From an optimization exercise on the open Yosys and OpenROAD flow, aimed at small area, a short achievable clock period and few clock cycles per item; shortcuts taken in it are not production practice. Function was not checked in any run shown here: the RTL went through the layout flow alone. Power figures rest on the tool's default switching activity, not on a simulated workload.

## flow/flow/run.sh

```bash
#!/bin/bash
set -euo pipefail
bash standard.sh \
  "BUFFER_PORTS_ARGS=-buffer_cell sky130_fd_sc_hd__buf_1" \
  "PRE_RESIZE_TCL=$PWD/flow/ports.tcl" \
  "CTS_ARGS=-sink_clustering_enable -repair_clock_nets -sink_clustering_size 30 -sink_clustering_max_diameter 80 -dont_use_dummy_load" \
  finish > flow.log 2>&1
```

## flow/flow/ports.tcl

```tcl
# PRE_RESIZE hook: the port buffers start as buf_1; the inputs that fan out to many
# enables or feed long control paths get a stronger buffer.
foreach port {csr_wr_en csr_index[0] csr_index[1] csr_index[2] reset req_valid rsp_ready req_end_of_region} {
  foreach pin [get_pins -of_objects [get_nets $port]] {
    set inst [get_cells -of_objects $pin]
    set master [get_property [get_lib_cells -of_objects $inst] name]
    if {[string match "sky130_fd_sc_hd__buf_*" $master]} {
      puts "ports.tcl: [get_full_name $inst] ($master) -> sky130_fd_sc_hd__buf_4 for $port"
      replace_cell $inst sky130_fd_sc_hd__buf_4
    }
  }
}
```

## flow/standard.sh

```bash
#!/bin/bash
# synth_recipe.tcl (not shown) runs the flow's synth.tcl, then flattens the netlist and writes it again
# the make line also repeats each setting of config.mk as NAME=value (left out here)
make -C /OpenROAD-flow-scripts/flow DESIGN_CONFIG=/design/flow/config.mk WORK_HOME=/design/flow/orfs CLKGATE_MAP_FILE= SYNTH_SCRIPT=/design/flow/synth_recipe.tcl "${@:-finish}"
```

## flow/config.mk

```make
export PLATFORM = sky130hd
export DESIGN_NAME = fuzzy_signature_scanner
export DESIGN_NICKNAME = fuzzy_signature_scanner
export VERILOG_FILES = /design/flow/design.v
export SDC_FILE = /design/flow/constraint.sdc
export NUM_CORES = 4
export LEC_CHECK = 0
export ABC_CLOCK_PERIOD_IN_PS = 2500
export CAP_MARGIN = 20
export CORE_MARGIN = 2
export CORE_UTILIZATION = 60
export CTS_CLUSTER_DIAMETER = 80
export CTS_CLUSTER_SIZE = 30
export SETUP_SLACK_MARGIN = 4.8
export SLEW_MARGIN = 20
```

## flow/constraint.sdc

```tcl
create_clock -name core_clock -period 7.5 [get_ports {clock}]
set_input_delay 1.5000 -clock core_clock [delete_from_list [all_inputs] [get_ports {clock}]]
set_output_delay 1.5000 -clock core_clock [all_outputs]
set_load 0.01 [all_outputs]
```

## flow/design.v

```verilog
package fss_pkg;
   localparam int BYTE_BITS         = 8;
   localparam int CSR_INDEX_BITS    = 3;
   localparam int CSR_DATA_BITS     = 64;
   localparam int MATCH_BITS        = 6;
   localparam int OFFSET_OUT_BITS   = 32;
   localparam int REG_PATTERN_BYTES = 31;
   localparam int PATTERN_REG_BITS  = 4 * CSR_DATA_BITS;
   localparam logic [MATCH_BITS-1:0] MIN_MATCHES_RESET = 6'd31;
   typedef enum logic [CSR_INDEX_BITS-1:0] {
      CSR_PATTERN_LO    = 3'd0,
      CSR_PATTERN_MID   = 3'd1,
      CSR_PATTERN_UPPER = 3'd2,
      CSR_PATTERN_TOP   = 3'd3,
      CSR_FINAL_BYTE    = 3'd4,
      CSR_MIN_MATCHES   = 3'd5
   } csr_index_type;
   typedef struct packed {
      logic [CSR_DATA_BITS-1:0] pattern_top;
      logic [CSR_DATA_BITS-1:0] pattern_upper;
      logic [CSR_DATA_BITS-1:0] pattern_mid;
      logic [CSR_DATA_BITS-1:0] pattern_lo;
      logic [BYTE_BITS-1:0]     final_byte;
      logic [MATCH_BITS-1:0]    min_matches;
   } cfg_type;
endpackage
import fss_pkg::*;
module fss_match #(
   parameter int PATTERN_LEN = 32
) (
   input  logic [BYTE_BITS-1:0]                           data_byte,
   input  logic [PATTERN_LEN-1:0][BYTE_BITS-1:0]          pattern,
   output logic [PATTERN_LEN-1:0]                         equal
);
   for (genvar j = 0; j < PATTERN_LEN; j++) begin : g_pos
      assign equal[j] = (data_byte == pattern[j]);
   end
endmodule
import fss_pkg::*;
module fuzzy_signature_scanner #(
   parameter int PATTERN_LEN = 32,
   parameter int OFFSET_BITS = 32
) (
   input  logic                      clock,
   input  logic                      reset,
   input  logic                      req_valid,
   output logic                      req_ready,
   input  logic [7:0]                req_data_byte,
   input  logic                      req_end_of_region,
   output logic                      rsp_valid,
   input  logic                      rsp_ready,
   output logic                      rsp_found,
   output logic [31:0]               rsp_hit_offset,
   input  logic                      csr_wr_en,
   input  logic [2:0]                csr_index,
   input  logic [63:0]               csr_wdata
);
   localparam int N = PATTERN_LEN;
   logic [REG_PATTERN_BYTES-1:0][BYTE_BITS-1:0] pat_ff;    
   logic [BYTE_BITS-1:0]                        final_ff;  
   logic [MATCH_BITS-1:0]                       min_ff;
   logic [CSR_DATA_BITS-1:0] wdata;
   logic [5:0]               wr;
   assign wdata = reset ? {{(CSR_DATA_BITS-MATCH_BITS){1'b0}}, MIN_MATCHES_RESET} : csr_wdata;
   for (genvar r = 0; r < 6; r++) begin : g_wr
      assign wr[r] = reset || (csr_wr_en && csr_index == 3'(r));
   end
   always_ff @(posedge clock) begin
      if (wr[CSR_PATTERN_LO])    pat_ff[7:0]   <= reset ? '0 : wdata;
      if (wr[CSR_PATTERN_MID])   pat_ff[15:8]  <= reset ? '0 : wdata;
      if (wr[CSR_PATTERN_UPPER]) pat_ff[23:16] <= reset ? '0 : wdata;
      if (wr[CSR_PATTERN_TOP])   pat_ff[30:24] <= reset ? '0 : wdata[55:0];
      if (wr[CSR_FINAL_BYTE])    final_ff      <= reset ? '0 : wdata[BYTE_BITS-1:0];
      if (wr[CSR_MIN_MATCHES])   min_ff        <= wdata[MATCH_BITS-1:0];
   end
   logic                   ready_ff;
   logic                   first_ff;      
   logic [4:0]             seen_ff;       
   logic                   past_ff;       
   logic                   hit_done_ff;   
   logic [OFFSET_BITS-1:0] off_ff;        
   logic                   rsp_valid_ff, rsp_found_ff;
   logic                   pend_ff;       
   logic [N-1:1][5:0] part;
   logic [N-1:0][BYTE_BITS-1:0] pattern;
   logic [N-1:0]                equal;
   assign pattern = {final_ff, pat_ff};
   fss_match #(
      .PATTERN_LEN(N)
   ) u_match (
      .data_byte(req_data_byte),
      .pattern  (pattern),
      .equal    (equal)
   );
   logic hd, live, go;
   logic hit_if_eq, hit_if_ne, hit_now, hit_rep, miss_rep, move;
   assign hd   = hit_done_ff && !first_ff;
   assign live = !first_ff && (&seen_ff) && !hd;    
   assign go   = req_valid && ready_ff;
   logic hit_if_eq_ff, hit_if_ne_ff;
   logic ge0, ge1, ge2;
   assign ge0 = {1'b0, part[2]} >= {1'b0, min_ff};
   assign ge1 = {1'b0, part[2]} + 7'd1 >= {1'b0, min_ff};
   assign ge2 = {1'b0, part[2]} + 7'd2 >= {1'b0, min_ff};
   assign hit_if_eq = equal[N-2] ? ge2 : ge1;
   assign hit_if_ne = equal[N-2] ? ge1 : ge0;
   assign hit_now   = live && (equal[N-1] ? hit_if_eq_ff : hit_if_ne_ff);
   assign hit_rep  = go && hit_now;
   assign miss_rep = go && req_end_of_region && !hd && !hit_now;
   assign move     = pend_ff && (!rsp_valid_ff || rsp_ready);
   logic                   first_d, hit_done_d, rsp_valid_d, pend_d;
   logic [4:0]             seen_d;
   logic                   hd_d, live_d;
   logic [OFFSET_BITS-1:0] off_inc, off_d;
   logic                   off_chk, off_clr;
   always_comb begin
      first_d     = go ? req_end_of_region : first_ff;
      seen_d      = go ? (first_ff ? 5'd1 : ((&seen_ff) ? seen_ff : seen_ff + 5'd1)) : seen_ff;
      hit_done_d  = go ? (hd || hit_now) : hit_done_ff;
      rsp_valid_d = hit_rep || move || (rsp_valid_ff && !rsp_ready);
      pend_d      = miss_rep || (pend_ff && !move);
      hd_d   = hit_done_d && !first_d;
      live_d = !first_d && (&seen_d) && !hd_d;
      off_inc = (off_ff == {{(OFFSET_BITS-6){1'b1}}, 6'b011111}) ? off_ff : off_ff + 1'b1;
      off_chk = go && live;
      off_clr = move || (off_chk && !past_ff);
      off_d   = ({OFFSET_BITS{!off_chk && !off_clr}} & off_ff)
              | ({OFFSET_BITS{off_chk && past_ff}} & off_inc);
   end
   always_ff @(posedge clock) begin
      if (reset) begin
         ready_ff     <= 1'b1;
         first_ff     <= 1'b1;
         rsp_valid_ff <= 1'b0;
         pend_ff      <= 1'b0;
      end else begin
         ready_ff     <= !((live_d && (rsp_valid_d || pend_d)) || (!hd_d && rsp_valid_d && pend_d));
         first_ff     <= first_d;
         rsp_valid_ff <= rsp_valid_d;
         pend_ff      <= pend_d;
      end
   end
   always_ff @(posedge clock) begin
      seen_ff     <= seen_d;
      hit_done_ff <= hit_done_d;
      if (go) begin
         past_ff <= !first_ff && (&seen_ff);
         hit_if_eq_ff <= hit_if_eq;
         hit_if_ne_ff <= hit_if_ne;
      end
      off_ff       <= off_d;
      rsp_found_ff <= hit_rep || (!move && rsp_found_ff);
   end
   for (genvar k = 1; k < N; k++) begin : g_part
      localparam int W = $clog2(N - k + 1);
      logic [W-1:0] part_ff;
      if (k == N - 1) begin : g_last
         always_ff @(posedge clock)
            if (go) part_ff <= equal[0];
      end else begin : g_mid
         logic [W-1:0] part_src, part_inc, part_ones;
         assign part_src = W'(part[k+1]);
         always_comb begin
            part_ones[0] = 1'b1;
            for (int i = 1; i < W; i++)
               part_ones[i] = part_ones[i-1] && part_src[i-1];
            part_inc = part_src ^ (part_ones & {W{equal[N-1-k]}});
         end
         always_ff @(posedge clock)
            if (go) part_ff <= part_inc;
      end
      assign part[k] = 6'(part_ff);
   end
   assign req_ready      = ready_ff;
   assign rsp_valid      = rsp_valid_ff;
   assign rsp_found      = rsp_found_ff;
   assign rsp_hit_offset = off_ff;
endmodule
```

==> summary.txt, run 1 <==
Clock network
  • CTS root buffer: clkbuf_16
  • Clock sink count: 432
  • CTS tree: done
  • TritonCTS buffer count: 23
  • Worst-Skew Late Latency: 0.58 ns
  • Reg clk slew, reported paths: 0.10 ns
  • Htree depth: 1
  • Cts hold-fix bufs: 0
  • Clock Path Buffers: 3

Floorplan
  • DIE HEIGHT: 185.2 um
  • Cell row count: 66
  • Die Width: 185.2 um
  • Core ar.: 0.03245 mm2
  • Full die area: 0.03430 mm2
  • I/O pin cnt: 116
  • Initial Utilization: 0.6069

Critical path
  • Critical Path Sink Type: flip-flop
  • Worst r2r src: seen_ff[0]
  • Worst Path Max Fanout: 12
  • CP max stage cell: bufbuf_16
  • CP startpoint kind: input pin
  • CP required: 7.80 ns
  • Slowest Stage Delay on Critical Path: 0.36 ns
  • R2R depth: 7
  • CP startpoint: req_data_byte[3]
  • Critical path type: input pin to flip-flop
  • Worst reg2reg setup slack: 5.01 ns
  • Critical Path AT: 3.00 ns
  • R2r endpoint: off_ff[23]
  • Critical Path, Cell by Cell: buf_12 -> bufbuf_16 -> xnor2_2 -> nand4_1 -> nor2_1 -> and3_1 -> nand2_1 -> xnor2_1

Detailed routing
  • DRC viols: 0
  • Number of routed nets with antenna violations: 0
  • Drt wl/cell: 22.02 um
  • Via density: 5.708
  • Final wirelength: 45010 um
  • Initial DRC Count: 902
  • DR vias: 11670
  • DR pass1 iterations: 5

Hold path
  • HP Class: flip-flop to flip-flop
  • Hold path startpoint: rsp_found_ff
  • Hold Path Depth: 1
  • Hold EP: rsp_found_ff

STA
  • Worst relative slew slack: 0.5083
  • FMAX: 371.0 MHz
  • Worst-Margin Slew: 0.7376 ns
  • Max Slew Vio Count: 0
  • RSZ-0062 raised after global routing: false
  • Crit path time final: 2.696 ns
  • Clock skew: 0.06623 ns
  • Final setup viols: 0
  • Fin. Hold Viols: 0
  • Setup_tns: 0 ns
  • Fin crit share: 0.3594

Power and ir drop
  • Peak supply drop: 0.0002219 V
  • Pwr/cell area: 205.1 mW/mm2
  • Static leakage: 8.466 nW

Yosys
  • Yosys warning count: 1
  • Distinct cells, synth: 58
  • Net Count, Synth: 1588
  • Post-Syn Instances: 1458
  • Synthesized flop and latch total: 432
  • Mean Syn Cell Area: 13.51 um2
  • Async set or reset register ratio after synthesis: 0
  • Post-synthesis adder-cell area fraction: 0.03170
  • Top FF cell, synth: edfxtp_1
  • Post-Synthesis Cell Area: 0.01970 mm2
  • Post-synth EDFFs: 389
  • Post-synthesis sequential area ratio: 0.6367
  • XOR/XNOR Fraction of Synth Area: 0.1561
  • Main combinational cell family by area after synthesis: XOR/XNOR gates
  • Post-synthesis mux area share: 0.001588
  • Synth Area in Compound Gates: 0.03436
  • Synth Area in Simple Gates: 0.1222

Global routing
  • Largest net degree at the start of global routing: 82
  • Number of global-route vias before repair: 11300
  • GR Overflow Total: 0
  • Total track usage: 0.2652
  • First-pass GRT wire length: 66390 um
  • Antenna violations before repair: 0

Run status
  • Status: no timing/DRC/antenna violations

Placement
  • Post-DP HPWL: 27070 um
  • RD Place Congestion: 0.7894
  • PortBufs: 115

Run
  • Max-cap violation count: 0

Layout
  • Fill count: 2198
  • Ant diodes: 0
  • Nets@finish: 1734
  • Layout cells sized above 1: 0.1998
  • FF+latch area: 0.01255 mm2
  • Synthesis-to-layout area growth: 19.37%
  • Area of the multi-input gates: 0.008262 mm2
  • Utilization after layout: 0.7245
logic make-up (layout without fill, tap and decap cells):
family | count (synthesis) | after routing
simple gates | 433 | 437
flops | 432 | 432
xor+xnor | 351 | 351
compound gates | 113 | 113
buf+inv | 76 | 216
fa+ha+maj | 50 | 50
mux | 3 | 3
cells in the final DEF, fill, tap and decap left out, types with 15 or more instances in the layout:
cell type  instances
xor2_1            61
buf_4             39
nand3_1           34
nor2b_1          127
a21oi_1           24
nand4_1           75
xnor2_1          137
nor2_1            29
buf_1             99
dfxtp_1           34
nand2_1           67
o21ai_0           40
clkbuf_16         27
edfxtp_1         389
xnor2_2          152
ha_1              49
and3_1            28
inv_1             15
synthesized netlist by cell type (17+ instances only):
| library cell | number | area, um2 |
|---|---|---|
| edfxtp_1 | 389 | 11680 |
| xnor2_1 | 290 | 2540 |
| nor2b_1 | 127 | 794.5 |
| nand4_1 | 75 | 469.2 |
| nand2_1 | 73 | 274.0 |
| xor2_1 | 61 | 534.3 |
| ha_1 | 49 | 613.1 |
| nor2_1 | 47 | 176.4 |
| o21ai_0 | 44 | 220.2 |
| dfxtp_1 | 43 | 860.8 |
| buf_2 | 36 | 180.2 |
| nand3_1 | 35 | 175.2 |
| and3_1 | 34 | 212.7 |
| a21oi_1 | 24 | 120.1 |
| clkbuf_1 | 21 | 78.83 |
| inv_1 | 17 | 63.81 |
power breakdown:
group          total (mW)  switching [mW]  internal (mW)
Clock                1.26           0.710          0.547
Sequential           2.95           0.117           2.83
Combinational       0.619           0.302          0.317
worst max-delay path by stage:
| stage | slack [ns] | to |
|---|---|---|
| 4_1_cts | 4.75 | g_part[10].part_ff[4] |
| 2_1_floorplan | 4.65 | off_ff[7] |
| 3_3_place_gp | 3.37 | g_part[12].part_ff[4] |
| 3_5_place_dp | 3.32 | g_part[12].part_ff[4] |
| 6_report | 4.80 | g_part[21].part_ff[3] |
| 5_1_grt | 4.73 | ready_ff |
worst max-delay path, delay by kind of cell:
kind,cells,cell delay (ns)
and+or+nand+nor,4,0.71
buffers and inverters,2,0.51
xor gates and xnor gates,2,0.25
sequential cells by signal, indices dropped and copies added, names as in the netlist, 5 cells and up:
| name | cells |
|---|---|
| min_ff | 6 |
| g_part.part_ff | 124 |
| final_ff | 8 |
| seen_ff | 5 |
| off_ff | 32 |
| pat_ff | 248 |
per-layer routing:
layer / vias to the layer above / wire [um] / track usage
met4: 0 / 948 / 0.05619
met3: 62 / 2745 / 0.03795
met2: 342 / 22180 / 0.4553
li1: 5514 / - / -
met1: 5750 / 19130 / 0.3642
met5: - / 0 / 0
layout make-up:
class / instances / share of cell area
inverters: 17 / 0.003193
repair buffers: 176 / 0.06359
clock buffers: 23 / 0.02448
flip-flops and latches: 432 / 0.5339
well taps: 442 / 0.02352
multi-input cells: 954 / 0.3514
stage by stage:
stage	hold slack (ns)	instances	power, mW	area, um2	setup slack, ns
3_3_place_gp	0.4393	1968	3.522	21730	3.370
4_1_cts	0.4628	2024	4.828	23190	4.751
5_1_grt	0.5021	2044	4.988	23510	4.734
6_report	0.4585	2044	4.822	23510	4.804
2_1_floorplan	0.4732	1458	3.420	21410	4.649
3_5_place_dp	0.4395	1968	3.538	21760	3.317
what timing repair did:
item / in CTS / in global routing
cloned: 11 / 2
gates resized for setup: 85 / 38
buffers inserted: 22 / 18
setup endpoints to repair: 576 / 116
pin swaps: 10 / 16
==> inputs of run 2 (changes only) <==
--- a/flow/config.mk
+++ b/flow/config.mk
@@ -11,5 +11,5 @@
 export CORE_UTILIZATION = 60
 export CTS_CLUSTER_DIAMETER = 80
 export CTS_CLUSTER_SIZE = 30
-export SETUP_SLACK_MARGIN = 4.8
+export SETUP_SLACK_MARGIN = 4.85
 export SLEW_MARGIN = 20
==> run 2 against run 1 <==
First-iteration DRC count grew 21%; cell count is 1.3% lower; still clean; hold slack better by 0.0039 ns; sequential share of layout area up 0.57 points; combinational power fell by 3%; utilization down 0.57 points; synthesized cell count did not move; clock power about the same; critical path type unchanged; register-to-register slack about the same; critical path depth shrank 4.
==> summary.txt, run 2 <==
Critical path
  • CP required: 7.64 ns (-0.16 ns)
  • Critical path type: input pin to flip-flop
  • Critical Path AT: 2.79 ns (-0.21 ns)
  • CP startpoint kind: input pin
  • Critical Path Sink Type: flip-flop
  • Worst Path Max Fanout: 64 (+52)
  • R2R depth: 6 (-1)

STA
  • Fin. Hold Viols: 0 (unchanged)
  • Worst-Margin Slew: 0.7113 ns (-0.02627 ns)
  • Max Slew Vio Count: 0 (unchanged)
  • RSZ-0062 raised after global routing: true
  • Crit path time final: 2.647 ns (-0.04854 ns)
  • Setup_tns: 0 ns (unchanged)
  • FMAX: 377.8 MHz (+1.8%)
  • Hold Slack: 0.4624 ns (+0.003932 ns)
  • Fin crit share: 0.3530 (-0.006472)
  • Clock skew: 0.05487 ns (-0.01136 ns)
  • Worst relative slew slack: 0.5258 (+0.01751)
  • Worst setup margin: 4.853 ns (+0.04854 ns)
  • Final setup viols: 0 (unchanged)

Layout
  • Layout cells sized above 1: 0.2095 (+0.009773)
  • Final std cells w/o fill: 2018 (-1.3%)
  • Leading cell types in the layout, fill and taps excluded: edfxtp_1 (389), xnor2_2 (153), xnor2_1 (137)
  • Largest register FFs: 248 (unchanged)
  • Nets@finish: 1707 (-1.6%)
  • Fill count: 2140 (-2.6%)
  • Utilization after layout: 0.7188 (-0.005744)
  • Most common cell after layout, fill and taps aside: edfxtp_1
  • Regs by FF count: pat_ff x248, g_part.part_ff x124, off_ff x32
  • Synthesis-to-layout area growth: 18.43%
  • Largest Register: pat_ff
  • Post-route cell area: 0.02333 mm2 (-0.79%)

Yosys
  • Mean Syn Cell Area: 13.51 um2 (unchanged)
  • Most frequent cell after synthesis: edfxtp_1
  • Yosys top cell area share: 0.5930 (unchanged)
  • Net Count, Synth: 1588 (unchanged)
  • Post-synthesis sequential area ratio: 0.6367 (unchanged)
  • Distinct cells, synth: 58 (unchanged)
  • Async set or reset register ratio after synthesis: 0 (unchanged)
  • Synth area leader: edfxtp_1
  • Post-Synthesis Cell Area: 0.01970 mm2 (unchanged)
  • Top cells by area, synth: edfxtp_1 (59%), xnor2_1 (13%), dfxtp_1 (4.4%)
  • Post-synth top cells: edfxtp_1 (389), xnor2_1 (290), nor2b_1 (127)
  • Synthesized flop and latch total: 432 (unchanged)
  • Post-synth EDFFs: 389 (unchanged)
  • Post-Syn Instances: 1458 (unchanged)
  • Top FF cell, synth: edfxtp_1
  • Yosys warning count: 1 (unchanged)

Placement
  • Setup Slack @ Placement: 3.326 ns (+0.009220 ns)
  • RD Place Congestion: 0.8194 (+3.8%)
  • PortBufs: 115 (unchanged)
  • Post-DP HPWL: 27460 um (+1.5%)
  • Area post-placement: 0.02175 mm2 (about the same)
  • Placed cell count: 1967 (-0.051%)

Global routing
  • Number of global-route vias before repair: 11460 (+1.4%)
  • Largest net degree at the start of global routing: 80 (-2.4%)
  • Total track usage: 0.2562 (-0.009030)
  • First-pass GRT wire length: 65370 um (-1.5%)
  • GR Overflow Total: 0 (unchanged)
  • Antenna violations before repair: 1 (+1)

Detailed routing
  • Drt wl/cell: 21.54 um (-2.2%)
  • Via density: 5.728 (+0.34%)
  • WL met1: 18660 um (-2.5%)
  • DR pass1 iterations: 5 (unchanged)
  • Highest metal used: met4
  • Final wirelength: 43460 um (-3.4%)
  • Initial DRC Count: 1094 (+21%)
  • DR vias: 11560 (-0.93%)
  • Number of routed nets with antenna violations: 0 (unchanged)
  • DRC viols: 0 (unchanged)
  • Met3 WL: 2639 um (-3.9%)
  • Met2 WL post-DR: 21260 um (-4.1%)

Clock network
  • Clock sink count: 432 (unchanged)
  • CTS tree: done
  • TritonCTS buffer count: 22 (-4.3%)
  • Cts hold-fix bufs: 0 (unchanged)
  • Worst-Skew Late Latency: 0.55 ns (-0.03 ns)
  • Reg clk slew, reported paths: 0.09 ns (about the same)
  • Htree depth: 1 (unchanged)
  • CTS root buffer: clkbuf_16
  • Clock Path Buffers: 3 (unchanged)

Hold path
  • Hold Path Depth: 1 (unchanged)
  • HP Class: flip-flop to flip-flop

Floorplan
  • Full die area: 0.03430 mm2 (unchanged)
  • Die Width: 185.2 um (unchanged)
  • Core ar.: 0.03245 mm2 (unchanged)
  • I/O pin cnt: 116 (unchanged)
  • Initial Utilization: 0.6069 (unchanged)
  • Cell row count: 66 (unchanged)
  • DIE HEIGHT: 185.2 um (unchanged)

Power and ir drop
  • Power Internal: 3.658 mW (-0.93%)
  • Power Total: 4.787 mW (-0.71%)
  • Static leakage: 8.346 nW (-1.4%)
  • Flop pwr share: 0.615 (+0.004)
  • Combinational power share: 0.126 (-0.002)
  • Pwr/cell area: 205.2 mW/mm2 (about the same)
  • Switch Pwr: 1.129 mW (about the same)
  • Clock power share: 0.259 (-0.002)
  • Peak supply drop: 0.0002089 V (-5.9%)
  • Sw frac: 0.2358 (+0.001721)

Run status
  • Status: no timing/DRC/antenna violations

Run
  • Max-cap violation count: 0 (unchanged)
[run 2: worst max-delay path, stage by stage]
cell and delay [ns]:
clkbuf_8 0.35, clkinvlp_4 0.18, buf_4 0.20, nand2_8 0.44
[run 2: power by group through the flow]
stage	Combinational (mW)	Clock, mW	Sequential [mW]
after floorplan	0.448	0	2.97
after global placement	0.528	0	3.00
after detailed placement	0.537	0	3.00
after CTS	0.590	1.26	2.95
after global routing	0.648	1.35	2.96
final	0.603	1.24	2.94
[run 2: cell type report]
cell class	count	area, um2	share of cell area
clock buffer	22	550.5	0.02360
antenna	1	2.502	0.0001073
tap	442	553.0	0.02371
inverter	17	80.08	0.003433
multi-input combinational	952	8270	0.3545
sequential	432	12590	0.5396
timing repair buffer	152	1284	0.05503
[run 2: worst paths after layout]
check        slack, ns           end    startpoint
max               4.85    pat_ff[76]         reset
min               0.46  rsp_found_ff  rsp_found_ff
max reg2reg       5.01     off_ff[0]    seen_ff[0]
min reg2reg       0.46  rsp_found_ff  rsp_found_ff
[run 2: metal layers]
layer,track usage,vias to the layer above
li1,-,5465
met1,0.3578,5697
met4,0.06127,0
met2,0.4325,345
met5,0,-
met3,0.03264,52
[run 2: kinds of logic (layout without fill, tap and decap cells)]
kind of cell               after synthesis  count (layout)  synth area share
and+or+nand+nor                        433             435            0.1222
buffers and inverters                   76             191           0.01734
DFF                                    432             432            0.6367
muxes                                    3               3          0.001588
AOI/OAI and AO/OA                      113             113           0.03437
xor gates and xnor gates               351             351            0.1561
adders and majority gates               50              50           0.03170
other                                    0               1                 0
[run 2: repair_timing]
action | CTS | global route
gates cloned | 7 | 4
resized for setup | 109 | 58
endpoints found under the hold margin | 0 | 0
pin swaps | 8 | 14
setup buffers | 14 | 3
setup endpoints to repair | 654 | 119

separate check: timing with driven ports:
The flow's constraints put no driver on any port. The routed layouts listed below were extracted and timed again, unchanged, in two steps. Step 1: set_driving_cell puts a clkbuf_16 on clock and a buf_2 on each other input, an assumption about the parent block. Step 2 moves the port delays by t, midway between the first and last clock arrival at a register: inputs arrive t later, outputs are due t later. That takes back most of the time a late clock gives input paths. a / b / c = no drivers / after step 1 / after step 2; a / b = the first two.
run | t, ns | setup slack, ns | hold slack, ns | worst data-port slew with drivers (ns) | cell pins on the clock port's net
run 1 | 0.586 | 4.804 / 4.766 / 4.180 | 0.458 / 0.458 / 0.458 | 0.18 | 1
run 2 | 0.585 | 4.853 / 4.850 / 4.267 | 0.462 / 0.462 / 0.462 | 0.09 | 1
After both steps every run listed still meets setup and hold. For run 1, which loses most, drivers alone change the setup slack by -0.038 ns; drivers and shift together by -0.624 ns.
